What follows belongs to an exercise in optimizing a design on an open flow for small area; a production flow would make more cautious choices.
Function was checked by simulation only, so behaviour that the tests miss may differ from the original.
No activity file was given, so power comes from the tool's default toggle rates.

Setup of red:
==> flow/design.v <==
package cachePkg;
    typedef logic [31:0] word_t;
    typedef logic [31:0] addr_t;
    typedef logic [25:0] tag_t;    
    typedef logic [2:0] index_t;   
    typedef struct packed {
        logic ren;
        logic wen;
        addr_t addr;
        word_t store;
    } cpuReq_t;
    typedef struct packed {
        logic hit;       
        word_t load;
    } cpuResp_t;
    typedef struct packed {
        logic ren;
        logic wen;
        addr_t addr;
        word_t store;
    } memReq_t;
    typedef struct packed {
        logic busy;      
        word_t load;
    } memResp_t;
    typedef enum logic [2:0] {
        compareTag,
        writeBack0,
        writeBack1,
        allocate0,
        allocate1
    } ctrlState_t;
endpackage
`timescale 1ns/1ns
module dcache (
    input  logic        CLK,
    input  logic        nRST,
    input  logic        cpu_ren,
    input  logic        cpu_wen,
    input  logic [31:0] cpu_addr,
    input  logic [31:0] cpu_store,
    output logic        cpu_hit,
    output logic [31:0] cpu_load,
    output logic        mem_ren,
    output logic        mem_wen,
    output logic [31:0] mem_addr,
    output logic [31:0] mem_store,
    input  logic        mem_busy,
    input  logic [31:0] mem_load
);
    localparam logic [3:0] S_CMP = 4'b0000;    
    localparam logic [3:0] S_VIC = 4'b0001;    
    localparam logic [3:0] S_WB0 = 4'b1000;    
    localparam logic [3:0] S_WBW = 4'b0010;    
    localparam logic [3:0] S_WB1 = 4'b1001;    
    localparam logic [3:0] S_RD0 = 4'b1100;    
    localparam logic [3:0] S_FW0 = 4'b0101;    
    localparam logic [3:0] S_RD1 = 4'b1101;    
    localparam logic [3:0] S_FW1 = 4'b0100;    
    localparam logic [3:0] S_TAG = 4'b0011;    
    logic [3:0]  state;
    logic [4:0]  t;
    logic        seen;       
    logic        ready;      
    logic        wbWord;     
    logic [25:0] atag;       
    logic [31:0] buffer;     
    logic [25:0] tags  [16];
    logic [15:0] valid;
    logic [15:0] dirty;
    logic [7:0]  lru;
    logic [31:0] words [32];
    logic [25:0] reqTag;
    logic [2:0]  reqIndex;
    logic        reqWord;
    logic        request;
    assign reqTag = cpu_addr[31:6];
    assign reqIndex = cpu_addr[5:3];
    assign reqWord = cpu_addr[2];
    assign request = cpu_ren || cpu_wen;
    logic [25:0] tagOut;
    logic        validOut;
    logic        dirtyOut;
    logic        lruOut;
    logic [31:0] wordOut;
    assign tagOut = tags[15];
    assign validOut = valid[15] && ready;
    assign dirtyOut = dirty[15];
    assign lruOut = lru[7] && ready;
    assign wordOut = words[31];
    logic setHere;       
    logic missNow;
    logic vicNow;
    logic tagWrite;      
    logic [25:0] newTag;
    logic victimHere;    
    logic fill;
    logic lineMatch;
    logic hit;
    logic fillOther;
    logic writeData;
    logic [31:0] newWord;
    assign setHere = (t[2:0] == reqIndex);
    assign victimHere = setHere && (t[3] == lruOut);    
    assign fillOther = (state == S_FW0) && victimHere && (t[4] != reqWord);
    assign fill = (state == S_FW1) && victimHere && (t[4] == reqWord);
    assign missNow = (state == S_CMP) && request && setHere && !lineMatch && seen;
    assign vicNow = (missNow || (state == S_VIC)) && victimHere;
    assign tagWrite = (vicNow && !(validOut && dirtyOut)) || ((state == S_TAG) && victimHere);
    assign newTag = tagWrite ? reqTag : tagOut;
    assign lineMatch = fill || (validOut && (tagOut == reqTag));
    assign hit = request && setHere && lineMatch && (t[4] == reqWord);
    assign writeData = fillOther || fill || (hit && cpu_wen);
    logic takeStore;
    assign takeStore = cpu_wen && !fillOther;
    assign newWord = ({32{!writeData}} & wordOut)
                   | ({32{writeData && takeStore}} & cpu_store)
                   | ({32{writeData && !takeStore}} & buffer);
    assign cpu_hit = hit;
    assign cpu_load = newWord;
    always_ff @(posedge CLK) begin
        words[0] <= newWord;
        for (int i = 1; i < 32; i++) words[i] <= words[i-1];
        tags[0] <= newTag;
        for (int i = 1; i < 16; i++) tags[i] <= tags[i-1];
        dirty <= {dirty[14:0], (hit && cpu_wen) || (!fill && dirtyOut)};
    end
    always_ff @(posedge CLK) begin
        valid <= {valid[14:0], fill || (validOut && !tagWrite)};
        lru <= {lru[6:0], hit ? !t[3] : lruOut};
    end
    logic memDone;
    assign memDone = !mem_busy;
    always_ff @(posedge CLK, negedge nRST) begin
        if (!nRST) begin
            state <= S_CMP;
            t <= '0;
            seen <= 1'b0;
            ready <= 1'b0;
        end else begin
            t <= t + 5'd1;
            if (t == 5'd15) ready <= 1'b1;
            seen <= 1'b0;
            case (state)
                S_CMP: begin
                    if (request) begin
                        seen <= setHere ? !lineMatch && !seen : seen;
                        if (missNow) begin
                            state <= !vicNow ? S_VIC : (validOut && dirtyOut) ? S_WB0 : S_RD0;
                        end
                    end
                end
                S_VIC: begin
                    if (vicNow) begin
                        state <= (validOut && dirtyOut) ? S_WB0 : S_RD0;
                    end
                end
                S_WB0: begin
                    if (memDone) state <= (victimHere && t[4] != wbWord) ? S_WB1 : S_WBW;
                end
                S_WBW: begin
                    if (victimHere && t[4] != wbWord) state <= S_WB1;
                end
                S_WB1: begin
                    if (memDone) state <= S_TAG;
                end
                S_TAG: begin
                    if (victimHere) state <= S_RD0;
                end
                S_RD0: begin
                    if (memDone) state <= S_FW0;
                end
                S_FW0: begin
                    if (fillOther) state <= memDone ? S_FW1 : S_RD1;
                end
                S_RD1: begin
                    if (memDone) state <= S_FW1;
                end
                S_FW1: begin
                    if (fill) state <= S_CMP;
                end
                default: state <= S_CMP;
            endcase
        end
    end
    logic takeWord;
    logic takeLoad;
    assign takeWord = vicNow
                   || ((state == S_WBW || (state == S_WB0 && memDone)) && victimHere && t[4] != wbWord);
    assign takeLoad = mem_ren && memDone;
    always_ff @(posedge CLK) begin
        if (state == S_CMP || state == S_VIC) begin
            wbWord <= t[4];
        end
        if (vicNow || ((state == S_TAG) && victimHere)) begin
            atag <= newTag;
        end
        if (takeWord || takeLoad) begin
            buffer <= ({32{takeWord}} & wordOut) | ({32{!takeWord}} & mem_load);
        end
    end
    logic writeBack;
    assign writeBack = state[3] && !state[2];
    assign mem_wen = writeBack;
    assign mem_ren = (state[3] && state[2]) || fillOther;
    assign mem_addr = {atag, reqIndex,
                       state[0] ^ (writeBack ? wbWord : !reqWord),
                       2'b00};
    assign mem_store = buffer;
endmodule
clock: 10.0 ns
lec_check: 0
cap_margin: 20
core_margin: 2
core_utilization: 70
place_density: 0.8
slew_margin: 20
standard.sh (not shown) runs the stock make flow with config.mk's settings and CLKGATE_MAP_FILE= SYNTH_SCRIPT=/design/flow/synth_recipe.tcl, a recipe that flattens the netlist after the stock synthesis.
==> flow/flow/run.sh <==
#!/bin/bash
# Standard layout with three changes: after floorplanning, OpenROAD's
# restructure remaps the combinational logic for area; port buffers are the
# smallest buffer; clock tree synthesis adds no dummy loads and uses small
# clusters of clkbuf_8 leaf buffers.
set -euo pipefail
export BUFFER_PORTS_ARGS="-buffer_cell sky130_fd_sc_hd__buf_1"
export CTS_ARGS="-sink_clustering_enable -repair_clock_nets -dont_use_dummy_load -buf_list sky130_fd_sc_hd__clkbuf_8 -sink_clustering_size 20 -sink_clustering_max_diameter 50"
bash standard.sh floorplan > standard_floorplan.log 2>&1
R=orfs/results/$FLOW_PLATFORM/dcache/base
cp $R/2_floorplan.odb $R/2_floorplan_pre_restructure.odb
mkdir -p restructure_work
openroad -no_init -threads ${NUM_CORES:-4} -exit flow/restructure.tcl > restructure.log 2>&1
bash standard.sh finish > standard_finish.log 2>&1
==> flow/flow/restructure.tcl <==
# Remap the combinational logic of the floorplanned design for area.
set plat $::env(FLOW_HOME)/platforms/sky130hd
set lib $plat/lib/sky130_fd_sc_hd__tt_025C_1v80.lib
set r orfs/results/$::env(FLOW_PLATFORM)/dcache/base
read_liberty $lib
read_db $r/2_floorplan_pre_restructure.odb
read_sdc $r/2_floorplan.sdc
source $plat/setRC.tcl
set_dont_use {sky130_fd_sc_hd__probe_p_8 sky130_fd_sc_hd__probec_p_8 sky130_fd_sc_hd__lpflow_*}
report_design_area
report_worst_slack -max
restructure -target area -liberty_file $lib \
  -tielo_port sky130_fd_sc_hd__conb_1/LO -tiehi_port sky130_fd_sc_hd__conb_1/HI \
  -work_dir restructure_work -abc_logfile restructure_abc.log
report_design_area
report_worst_slack -max
write_db $r/2_floorplan.odb
Relative to red, the following input files were edited for blue:
--- a/flow/design.v
+++ b/flow/design.v
@@ -63,33 +63,35 @@
     logic        seen;       
     logic        ready;      
     logic        wbWord;     
     logic [25:0] atag;       
     logic [31:0] buffer;     
     logic [25:0] tags  [16];
-    logic [15:0] valid;
+    logic [7:0]  both;
     logic [15:0] dirty;
     logic [7:0]  lru;
     logic [31:0] words [32];
     logic [25:0] reqTag;
     logic [2:0]  reqIndex;
     logic        reqWord;
     logic        request;
     assign reqTag = cpu_addr[31:6];
     assign reqIndex = cpu_addr[5:3];
     assign reqWord = cpu_addr[2];
     assign request = cpu_ren || cpu_wen;
     logic [25:0] tagOut;
-    logic        validOut;
+    logic        validOut;   
+    logic        bothOut;
     logic        dirtyOut;
     logic        lruOut;
     logic [31:0] wordOut;
     assign tagOut = tags[15];
-    assign validOut = valid[15] && ready;
+    assign bothOut = both[7] && ready;
     assign dirtyOut = dirty[15];
     assign lruOut = lru[7] && ready;
+    assign validOut = bothOut || (!t[3] && lruOut);
     assign wordOut = words[31];
     logic setHere;       
     logic missNow;
     logic vicNow;
     logic tagWrite;      
     logic [25:0] newTag;
@@ -103,15 +105,15 @@
     assign setHere = (t[2:0] == reqIndex);
     assign victimHere = setHere && (t[3] == lruOut);    
     assign fillOther = (state == S_FW0) && victimHere && (t[4] != reqWord);
     assign fill = (state == S_FW1) && victimHere && (t[4] == reqWord);
     assign missNow = (state == S_CMP) && request && setHere && !lineMatch && seen;
     assign vicNow = (missNow || (state == S_VIC)) && victimHere;
-    assign tagWrite = (vicNow && !(validOut && dirtyOut)) || ((state == S_TAG) && victimHere);
+    assign tagWrite = (vicNow && !(bothOut && dirtyOut)) || ((state == S_TAG) && victimHere);
     assign newTag = tagWrite ? reqTag : tagOut;
-    assign lineMatch = fill || (validOut && (tagOut == reqTag));
+    assign lineMatch = fill || ((state == S_CMP) && validOut && (tagOut == reqTag));
     assign hit = request && setHere && lineMatch && (t[4] == reqWord);
     assign writeData = fillOther || fill || (hit && cpu_wen);
     logic takeStore;
     assign takeStore = cpu_wen && !fillOther;
     assign newWord = ({32{!writeData}} & wordOut)
                    | ({32{writeData && takeStore}} & cpu_store)
@@ -123,13 +125,13 @@
         for (int i = 1; i < 32; i++) words[i] <= words[i-1];
         tags[0] <= newTag;
         for (int i = 1; i < 16; i++) tags[i] <= tags[i-1];
         dirty <= {dirty[14:0], (hit && cpu_wen) || (!fill && dirtyOut)};
     end
     always_ff @(posedge CLK) begin
-        valid <= {valid[14:0], fill || (validOut && !tagWrite)};
+        both <= {both[6:0], (fill && t[3]) || bothOut};
         lru <= {lru[6:0], hit ? !t[3] : lruOut};
     end
     logic memDone;
     assign memDone = !mem_busy;
     always_ff @(posedge CLK, negedge nRST) begin
         if (!nRST) begin
@@ -143,19 +145,19 @@
             seen <= 1'b0;
             case (state)
                 S_CMP: begin
                     if (request) begin
                         seen <= setHere ? !lineMatch && !seen : seen;
                         if (missNow) begin
-                            state <= !vicNow ? S_VIC : (validOut && dirtyOut) ? S_WB0 : S_RD0;
+                            state <= !vicNow ? S_VIC : (bothOut && dirtyOut) ? S_WB0 : S_RD0;
                         end
                     end
                 end
                 S_VIC: begin
                     if (vicNow) begin
-                        state <= (validOut && dirtyOut) ? S_WB0 : S_RD0;
+                        state <= (bothOut && dirtyOut) ? S_WB0 : S_RD0;
                     end
                 end
                 S_WB0: begin
                     if (memDone) state <= (victimHere && t[4] != wbWord) ? S_WB1 : S_WBW;
                 end
                 S_WBW: begin
==> results.txt <==
blue ends up with a final clock period utilization by the worst path that is 1.8 points lower than in red. [blue vs red] final routed wirelength across all metal layers: lower in blue. red vs blue, launching instance or port of the critical path: cpu_addr[4] vs cpu_addr[7]. On static power due to leakage: blue sits below red. Cell area | blue vs red | blue smaller. Against red as the reference, blue delivers a lower synthesized instance count. The final reports for blue and red show via density per instance lower in the former. Relative contribution of combinational cells to total power up 0.3 points in blue wrt red. blue vs red: data arrival time of the critical path down in blue. Comparing the two runs side by side, blue comes out ahead of red on smallest setup slack after layout. Going from red to blue, starting density of the core essentially unchanged; maximum achievable frequency increased 3.0 MHz; fraction of area in multi-input gates decreased 0.40 points.

## what the ideal ports hide
The results above use ideal ports. As a check the final layouts listed here were re-extracted and re-timed, cells and wires unchanged.
Step 1: set_driving_cell puts a clkbuf_16 on CLK and a buf_2 on each other input, an assumption about the parent block.
Step 2 adds t to the input delays and takes it off the output delays; t is the mean of the earliest and latest rising clock arrival at the registers after step 1. Input paths then give back, and output paths get back, about the clock's delay inside the block.
Three values: ideal, step 1, step 2; two values: the first two.
| run | t (ns) | slack for setup (ns) | worst setup path after step 2 | worst register clock-pin slew, ns |
|---|---|---|---|---|
| red | 0.716 | 2.185 / 2.164 / 2.164 | input to output | 0.11 / 0.11 |
| blue | 0.715 | 2.366 / 2.336 / 2.336 | input to output | 0.12 / 0.12 |
After both steps every run listed still meets setup and hold. For blue, which loses most, drivers alone change the setup slack by -0.030 ns; drivers and shift together by -0.030 ns.
